From an optimization exercise on the open Yosys and OpenROAD flow, aimed at small area; shortcuts taken in it are not production practice.
Function was checked by simulation only, so behaviour that the tests miss may differ from the original.
No activity file was given, so power comes from the tool's default toggle rates.

File: design/flow/config.mk
export PLATFORM = sky130hd
export DESIGN_NAME = core_frontend_top
export DESIGN_NICKNAME = core_frontend_top
export VERILOG_FILES = /design/flow/design.v
export SDC_FILE = /design/flow/constraint.sdc
export NUM_CORES = 4
export LEC_CHECK = 0
export CAP_MARGIN = 20
export CORE_MARGIN = 2
export CORE_UTILIZATION = 30
export PLACE_DENSITY = 0.45
export SLEW_MARGIN = 20
File: design/flow/design.v
package core_pkg;
  typedef logic [31:0] xlen_t;
  typedef logic [4:0] reg_addr_t;
  typedef logic [3:0] uop_t;
  typedef logic [2:0] unit_sel_t;
  typedef logic [6:0] opcode_t;
  typedef logic [2:0] funct3_t;
  localparam opcode_t OPC_OP      = 7'b0110011;
  localparam opcode_t OPC_OP_IMM  = 7'b0010011;
  localparam opcode_t OPC_LUI     = 7'b0110111;
  localparam opcode_t OPC_AUIPC   = 7'b0010111;
  localparam opcode_t OPC_JAL     = 7'b1101111;
  localparam opcode_t OPC_JALR    = 7'b1100111;
  localparam opcode_t OPC_BRANCH  = 7'b1100011;
  localparam opcode_t OPC_LOAD    = 7'b0000011;
  localparam opcode_t OPC_STORE   = 7'b0100011;
  localparam opcode_t OPC_CUSTOM0 = 7'b0001011;
  localparam unit_sel_t UNIT_NONE = 3'b000;
  localparam unit_sel_t UNIT_INT  = 3'b001;
  localparam unit_sel_t UNIT_LSU  = 3'b010;
  localparam unit_sel_t UNIT_VEC  = 3'b100;
  typedef enum logic [1:0] {
    FETCH_RESET,
    FETCH_RUN,
    FETCH_HALTED
  } fetch_state_t;
endpackage
module fetch_unit #(
  parameter core_pkg::xlen_t RESET_PC = 32'hFFFF_FF00
) (
  input  logic            clock_in,
  input  logic            arst_n,
  input  logic            halt_in,
  input  core_pkg::xlen_t ins_data,
  output core_pkg::xlen_t ins_mem_addr,
  output logic            if_valid,
  output core_pkg::xlen_t if_instr,
  output core_pkg::xlen_t if_pc
);
  core_pkg::fetch_state_t state;
  core_pkg::fetch_state_t state_next;
  core_pkg::xlen_t        pc;
  logic                   fetch_en;
  always_comb begin
    state_next = state;
    case (state)
      core_pkg::FETCH_RESET: begin
        state_next = halt_in ? core_pkg::FETCH_HALTED : core_pkg::FETCH_RUN;
      end
      core_pkg::FETCH_RUN: begin
        if (halt_in) begin
          state_next = core_pkg::FETCH_HALTED;
        end
      end
      core_pkg::FETCH_HALTED: begin
        if (!halt_in) begin
          state_next = core_pkg::FETCH_RUN;
        end
      end
      default: state_next = core_pkg::FETCH_RESET;
    endcase
  end
  assign fetch_en = (state == core_pkg::FETCH_RUN) && !halt_in;
  always_ff @(posedge clock_in or negedge arst_n) begin
    if (!arst_n) begin
      state <= core_pkg::FETCH_RESET;
    end else begin
      state <= state_next;
    end
  end
  always_ff @(posedge clock_in or negedge arst_n) begin
    if (!arst_n) begin
      pc <= RESET_PC;
    end else if (fetch_en) begin
      pc <= pc + 32'd4;
    end
  end
  assign ins_mem_addr = pc;
  always_ff @(posedge clock_in or negedge arst_n) begin
    if (!arst_n) begin
      if_valid <= 1'b0;
      if_instr <= '0;
      if_pc    <= '0;
    end else begin
      if_valid <= fetch_en;
      if (fetch_en) begin
        if_instr <= ins_data;
        if_pc    <= pc;
      end
    end
  end
endmodule
module gpr_file (
  input  logic                clock_in,
  input  logic                arst_n,
  input  core_pkg::reg_addr_t rs1_addr,
  input  core_pkg::reg_addr_t rs2_addr,
  input  logic                wb_enable,
  input  core_pkg::reg_addr_t wb_addr,
  input  core_pkg::xlen_t     wb_data,
  output core_pkg::xlen_t     rs1_data,
  output core_pkg::xlen_t     rs2_data
);
  core_pkg::xlen_t regs [1:31];
  function automatic core_pkg::xlen_t read_port(input core_pkg::reg_addr_t addr);
    core_pkg::xlen_t value;
    if (addr == 5'd0) begin
      value = '0;
    end else if (wb_enable && (wb_addr == addr)) begin
      value = wb_data;
    end else begin
      value = regs[addr];
    end
    read_port = value;
  endfunction
  always_comb begin
    rs1_data = read_port(rs1_addr);
    rs2_data = read_port(rs2_addr);
  end
  always_ff @(posedge clock_in or negedge arst_n) begin
    if (!arst_n) begin
      for (int i = 1; i < 32; i++) begin
        regs[i] <= '0;
      end
    end else if (wb_enable && (wb_addr != 5'd0)) begin
      regs[wb_addr] <= wb_data;
    end
  end
endmodule
module decode_unit (
  input  logic                  clock_in,
  input  logic                  arst_n,
  input  logic                  if_valid,
  input  core_pkg::xlen_t       if_instr,
  input  core_pkg::xlen_t       if_pc,
  input  core_pkg::xlen_t       rs1_data,
  input  core_pkg::xlen_t       rs2_data,
  output logic                  issue_valid,
  output core_pkg::unit_sel_t   unit_sel,
  output core_pkg::uop_t        uop,
  output core_pkg::xlen_t       operand_a,
  output core_pkg::xlen_t       operand_b,
  output core_pkg::xlen_t       imm_value,
  output core_pkg::xlen_t       issue_pc,
  output core_pkg::reg_addr_t   rd_addr,
  output logic                  invalid_ins
);
  core_pkg::opcode_t   opcode;
  core_pkg::funct3_t   funct3;
  logic                alt_bit;
  core_pkg::xlen_t     imm_i;
  core_pkg::xlen_t     imm_s;
  core_pkg::xlen_t     imm_b;
  core_pkg::xlen_t     imm_u;
  core_pkg::xlen_t     imm_j;
  core_pkg::unit_sel_t unit_d;
  core_pkg::uop_t      uop_d;
  core_pkg::xlen_t     imm_d;
  logic                invalid_d;
  logic                a_from_pc;
  logic                a_zero;
  logic                b_from_rs2;
  logic                rd_none;
  core_pkg::xlen_t     op_a_d;
  core_pkg::xlen_t     op_b_d;
  core_pkg::reg_addr_t rd_d;
  assign opcode  = if_instr[6:0];
  assign funct3  = if_instr[14:12];
  assign alt_bit = if_instr[30];
  assign imm_i = {{20{if_instr[31]}}, if_instr[31:20]};
  assign imm_s = {{20{if_instr[31]}}, if_instr[31:25], if_instr[11:7]};
  assign imm_b = {{19{if_instr[31]}}, if_instr[31], if_instr[7], if_instr[30:25],
                  if_instr[11:8], 1'b0};
  assign imm_u = {if_instr[31:12], 12'h000};
  assign imm_j = {{11{if_instr[31]}}, if_instr[31], if_instr[19:12], if_instr[20],
                  if_instr[30:21], 1'b0};
  always_comb begin
    unit_d     = core_pkg::UNIT_INT;
    uop_d      = {1'b0, funct3};
    imm_d      = imm_i;
    invalid_d  = 1'b0;
    a_from_pc  = 1'b0;
    a_zero     = 1'b0;
    b_from_rs2 = 1'b0;
    rd_none    = 1'b0;
    case (opcode)
      core_pkg::OPC_OP: begin
        uop_d      = {alt_bit, funct3};
        imm_d      = '0;
        b_from_rs2 = 1'b1;
      end
      core_pkg::OPC_OP_IMM: begin
        if (funct3 == 3'd5) begin
          uop_d = {alt_bit, funct3};
        end
      end
      core_pkg::OPC_LUI: begin
        uop_d  = 4'd0;
        imm_d  = imm_u;
        a_zero = 1'b1;
      end
      core_pkg::OPC_AUIPC: begin
        uop_d     = 4'd1;
        imm_d     = imm_u;
        a_from_pc = 1'b1;
      end
      core_pkg::OPC_JAL: begin
        uop_d     = 4'd2;
        imm_d     = imm_j;
        a_from_pc = 1'b1;
      end
      core_pkg::OPC_JALR: begin
        uop_d = 4'd3;
      end
      core_pkg::OPC_BRANCH: begin
        imm_d      = imm_b;
        b_from_rs2 = 1'b1;
        rd_none    = 1'b1;
      end
      core_pkg::OPC_LOAD: begin
        unit_d = core_pkg::UNIT_LSU;
      end
      core_pkg::OPC_STORE: begin
        unit_d     = core_pkg::UNIT_LSU;
        uop_d      = {1'b1, funct3};
        imm_d      = imm_s;
        b_from_rs2 = 1'b1;
        rd_none    = 1'b1;
      end
      core_pkg::OPC_CUSTOM0: begin
        unit_d = core_pkg::UNIT_VEC;
      end
      default: begin
        unit_d    = core_pkg::UNIT_NONE;
        uop_d     = 4'd0;
        imm_d     = '0;
        invalid_d = 1'b1;
      end
    endcase
  end
  assign op_a_d = a_zero ? '0 : (a_from_pc ? if_pc : rs1_data);
  assign op_b_d = b_from_rs2 ? rs2_data : imm_d;
  assign rd_d   = rd_none ? 5'd0 : if_instr[11:7];
  always_ff @(posedge clock_in or negedge arst_n) begin
    if (!arst_n) begin
      issue_valid <= 1'b0;
      unit_sel    <= core_pkg::UNIT_NONE;
      invalid_ins <= 1'b0;
      uop         <= '0;
      operand_a   <= '0;
      operand_b   <= '0;
      imm_value   <= '0;
      issue_pc    <= '0;
      rd_addr     <= '0;
    end else begin
      issue_valid <= if_valid;
      unit_sel    <= if_valid ? unit_d : core_pkg::UNIT_NONE;
      invalid_ins <= if_valid & invalid_d;
      uop         <= uop_d;
      operand_a   <= op_a_d;
      operand_b   <= op_b_d;
      imm_value   <= imm_d;
      issue_pc    <= if_pc;
      rd_addr     <= rd_d;
    end
  end
endmodule
module core_frontend_top #(
  parameter core_pkg::xlen_t RESET_PC = 32'hFFFF_FF00
) (
  input  logic                clock_in,
  input  logic                arst_n,
  input  logic                halt_in,
  input  core_pkg::xlen_t     ins_data,
  input  logic                wb_enable,
  input  core_pkg::reg_addr_t wb_addr,
  input  core_pkg::xlen_t     wb_data,
  output core_pkg::xlen_t     ins_mem_addr,
  output logic                issue_valid,
  output core_pkg::unit_sel_t unit_sel,
  output core_pkg::uop_t      uop,
  output core_pkg::xlen_t     operand_a,
  output core_pkg::xlen_t     operand_b,
  output core_pkg::xlen_t     imm_value,
  output core_pkg::xlen_t     issue_pc,
  output core_pkg::reg_addr_t rd_addr,
  output logic                invalid_ins
);
  logic            if_valid;
  core_pkg::xlen_t if_instr;
  core_pkg::xlen_t if_pc;
  core_pkg::xlen_t rs1_data;
  core_pkg::xlen_t rs2_data;
  fetch_unit #(
    .RESET_PC (RESET_PC)
  ) u_fetch (
    .clock_in     (clock_in),
    .arst_n       (arst_n),
    .halt_in      (halt_in),
    .ins_data     (ins_data),
    .ins_mem_addr (ins_mem_addr),
    .if_valid     (if_valid),
    .if_instr     (if_instr),
    .if_pc        (if_pc)
  );
  gpr_file u_gpr (
    .clock_in  (clock_in),
    .arst_n    (arst_n),
    .rs1_addr  (if_instr[19:15]),
    .rs2_addr  (if_instr[24:20]),
    .wb_enable (wb_enable),
    .wb_addr   (wb_addr),
    .wb_data   (wb_data),
    .rs1_data  (rs1_data),
    .rs2_data  (rs2_data)
  );
  decode_unit u_decode (
    .clock_in    (clock_in),
    .arst_n      (arst_n),
    .if_valid    (if_valid),
    .if_instr    (if_instr),
    .if_pc       (if_pc),
    .rs1_data    (rs1_data),
    .rs2_data    (rs2_data),
    .issue_valid (issue_valid),
    .unit_sel    (unit_sel),
    .uop         (uop),
    .operand_a   (operand_a),
    .operand_b   (operand_b),
    .imm_value   (imm_value),
    .issue_pc    (issue_pc),
    .rd_addr     (rd_addr),
    .invalid_ins (invalid_ins)
  );
endmodule
File: design/flow/constraint.sdc
create_clock -name core_clock -period 5.0 [get_ports {clock_in}]
set_input_delay 1.0000 -clock core_clock [delete_from_list [all_inputs] [get_ports {clock_in}]]
set_output_delay 1.0000 -clock core_clock [all_outputs]
set_load 0.01 [all_outputs]
File: design/flow/run.sh
#!/bin/bash
# synth_recipe.tcl (not shown) runs the flow's synth.tcl, then flattens the netlist and writes it again
# the make line also repeats each setting of config.mk as NAME=value (left out here)
make -C /OpenROAD-flow-scripts/flow DESIGN_CONFIG=/design/flow/config.mk WORK_HOME=/design/flow/orfs CLKGATE_MAP_FILE= SYNTH_SCRIPT=/design/flow/synth_recipe.tcl finish
==> run notes <==
-- registers in the layout (all words and copies together) (netlist names), 2 cells and up --
name                count
u_decode.rd_addr        5
u_fetch.pc             30
u_decode.uop            4
u_fetch.if_pc          30
u_decode.operand_a     32
u_fetch.if_instr       32
u_decode.issue_pc      30
u_gpr.regs            992
u_decode.imm_value     32
u_fetch.state           2
u_decode.operand_b     32
u_decode.unit_sel       3
-- power groups by stage --
| stage | Combinational (mW) | Sequential [mW] | Clock (mW) |
|---|---|---|---|
| final | 8.33 | 13.9 | 10.8 |
| after global routing | 8.34 | 14.1 | 11.3 |
| after CTS | 7.88 | 13.8 | 10.9 |
| after detailed placement | 7.86 | 14.0 | 0 |
| after global placement | 7.77 | 14.0 | 0 |
| after floorplan | 3.72 | 13.0 | 0 |
-- synthesized netlist by cell type (23+ instances only) --
cell type  number  area share
a22oi_1       606       0.076
xnor2_1        23      0.0034
nand4_1       132       0.014
nor4_1         54      0.0056
nor2_1         74      0.0046
nor3_1         26      0.0022
nor2_2         27      0.0028
a221oi_1       33      0.0048
a21oi_1        59      0.0049
a2111oi_0     119       0.017
and3_1        410       0.043
clkbuf_1      252       0.016
dfrtp_1      1203        0.50
mux2_2       1049        0.20
o21ai_1        58      0.0048
nand3b_1       27      0.0034
buf_2         172       0.014
nand3_1       141       0.012
nand2_1       139      0.0087
dfstp_2        24       0.011
buf_1          40      0.0025
o21ai_0        79      0.0066
-- routing by layer --
metal	track usage	wire (um)	part of all wire	vias up
met5	0	124	0.00034	-
met4	0.225	27800	0.077	18
met2	0.487	148000	0.41	4839
met3	0.130	47000	0.13	1469
met1	0.436	138000	0.38	27800
li1	-	-	-	19900
-- worst max-delay path, cell delays in order (launching register included) --
cell and delay [ns]:
dfrtp_2 0.70, buf_12 0.31, and3_1 0.64, buf_4 0.41
and3_1 0.19, a2111oi_0 0.48, nand3_1 0.21, nor4_1 0.92
buf_4 0.26, o21ai_1 0.07
-- metrics by stage --
step | total power [mW] | utilization | cells | hold slack, ns
after floorplan | 16.7 | - | 5078 | 0.371
after global placement | 21.7 | 0.338 | 7823 | 0.410
after detailed placement | 21.8 | 0.338 | 7830 | 0.413
after CTS | 32.6 | 0.362 | 8088 | 0.101
after global routing | 33.7 | 0.362 | 8095 | 0.153
final | 33.1 | 0.363 | 8118 | 0.126
-- worst paths after layout --
path	slack, ns	from	to
hold / removal	0.13	arst_n	u_fetch.pc[6]$_DFFE_PN0P_
setup / recovery	0.62	u_fetch.if_instr[21]$_DFFE_PN0P_	u_decode.operand_b[5]$_DFF_PN0_
min in group core_clock	0.42	u_fetch.if_pc[3]$_DFFE_PN0P_	u_decode.issue_pc[3]$_DFF_PN0_
setup reg to reg	0.62	u_fetch.if_instr[21]$_DFFE_PN0P_	u_decode.operand_b[5]$_DFF_PN0_
max in group asynchronous	3.38	arst_n	u_gpr.regs[2][16]$_DFFE_PN0P_
hold reg to reg	0.42	u_fetch.if_pc[3]$_DFFE_PN0P_	u_decode.issue_pc[3]$_DFF_PN0_
-- cells in the final DEF (no fill, tap or decap), types with 13 or more instances in the layout --
master and n:
nor3_1 21, buf_4 310, a221oi_1 33, dfrtp_1 1193, a211oi_1 20, nand3b_1 27, nor4_1 47, nor2b_1 17
clkbuf_16 147, a2111oi_0 119, o21ai_1 58, nor2_4 69, a32oi_1 14, clkbuf_1 41, dfstp_2 24, nand2_1 128
o22ai_1 13, nand3_1 141, diode_2 30, buf_12 38, a22oi_1 606, xnor2_1 23, nand2_2 13, a21oi_1 58
and3_1 410, o21ai_0 79, xor2_1 16, clkdlybuf4s50_1 230, mux2_2 1049, clkbuf_8 31, nor2_1 31, nand2b_1 19
nand4_1 132, clkinv_2 16
-- kinds of logic (layout without fill, tap and decap cells) --
kind of cell | after synthesis | after routing | share of synthesized area
compound gates | 1076 | 1076 | 0.132
xor+xnor | 39 | 39 | 0.00569
fa+ha+maj | 1 | 1 | 0.000208
buf+inv | 512 | 866 | 0.0387
flops | 1227 | 1227 | 0.512
mux | 1059 | 1059 | 0.198
other cells | 1 | 34 | 0.0000625
simple gates | 1160 | 1160 | 0.113
-- cell type report --
class | count | area (um2) | area share
Clock inverter | 39 | 479 | 0.00663
Multi-Input combinational cell | 3339 | 27700 | 0.383
Sequential cell | 1227 | 30700 | 0.426
Timing Repair Buffer | 597 | 5650 | 0.0782
Antenna cell | 30 | 75.1 | 0.00104
Tap cell | 2656 | 3320 | 0.0460
Inverter | 11 | 41.3 | 0.000571
Clock buffer | 219 | 4260 | 0.0589
==> results.cfg <==
[outcome]
status = finished clean

[detailed_routing]
drt-total-wl_mm = 361
drtIter0Drc = 9714
vias_per_cell = 6.66
num_vias = 54100
route.detailed.drc = 0
routedWlPerCell_um = 44.4
antenna_left = 0
drt-pass1-iter-count = 10

[setup_path]
required_ns = 5.68
critPathMaxFanout = 21
critical_path_class = reg2reg
crit_path_end_kind = register
crit_path_start_kind = register
arrival_ns = 5.06
reg2reg_depth = 9

[floorplanning]
rows = 164
chipHeight_um = 451
coreArea_mm2 = 0.199
die_x_um = 451
start_util = 0.301
fp.dieArea_mm2 = 0.204
ioPinCount = 247

[clock_network]
cts.sinks = 1227
cts_root_buffer = clkbuf_16
clk_latency_ns = 0.84
clock_path_buffers = 3
cts_tree = built
holdBufCountCts = 0
clk_pin_slew_worst_paths_ns = 0.06
cts_buffers = 144
cts.repair.resized = 0
htreeDepth = 4
cts_setup_buffers = 0

[synthesis]
ys.flop_type = dfrtp_1
ys_seq_area_frac = 0.512
netlist_area_mm2 = 0.0600
syn_avg_cell_area_um2 = 11.8
synth-edff-count = 0
async_flop_share = 1.00
yosysUniqueCellTypes = 83
synth_cells = 5075
yosys_warnings = 4
synth-seq-cells = 1227

[job]
max_cap_violations = 0

[final_layout]
stdcell_area_mm2 = 0.0723
nets = 5394
fillerInstances = 19600
layout-drive-gt1-share = 0.337
syn2layout_area_growth_pct = 20.3

[global_routing]
grt_pass1_vias = 51900
grt_overflow = 0
grt_max_degree = 136
grt.total_usage = 0.344
grt_pass1_wl_mm = 479
antenna_found_initial = 64

[power]
p_sw_mw = 12.1
power_frac_seq = 0.422
peakVddDrop_mv = 0.354
power.internal_mw = 21.0
leakagePower_nw = 31.9
powerDensity_mw_per_mm2 = 458
netSwitchingFraction = 0.365
p_comb_frac = 0.252
power_frac_clock = 0.327

[sta]
fin_crit_sh = 0.877
setup_tns_ns = 0
fmax_mhz = 228
finClkSkew_ns = 0.0398
rsz0062_at_grt = false
hold_violations = 0
fin_ws_ns = 0.615
fin_crit_ns = 4.38
setup_viol = 0
drv_slew = 0
worst_pin_slew_ns = 1.34
max-slew-margin-rel = 0.104

[placement]
dp_hpwl_mm = 236
pre_cts_slack_ns = 0.837
portBuffers = 242
dpl_cell_area_mm2 = 0.0674
gp_congestion = 0.975

[hold_path]
min_path_type = in2async

==> afterwards: timing with drivers on the ports <==
Ports are ideal in the flow. The routed layout listed here was re-timed in OpenROAD.
Step 1 assumes that a clkbuf_16 drives the clock port and a buf_2 every other input.
Step 2 adds t to the input delays and takes it off the output delays; t is the mean of the earliest and latest rising clock arrival at the registers after step 1. Input paths then give back, and output paths get back, about the clock's delay inside the block.
Slacks: ideal ports / drivers / drivers and shift; pairs: ideal ports / drivers.
t, ns: 0.909
slack for setup (ns): 0.615 / 0.615 / 0.405
worst hold slack (ns): 0.126 / 0.124 / 0.424
worst register clock-pin slew, ns: 0.07 / 0.07
After both steps setup and hold are still met in this run. For this run, drivers alone change the setup slack by 0.000 ns; drivers and shift together by -0.210 ns.
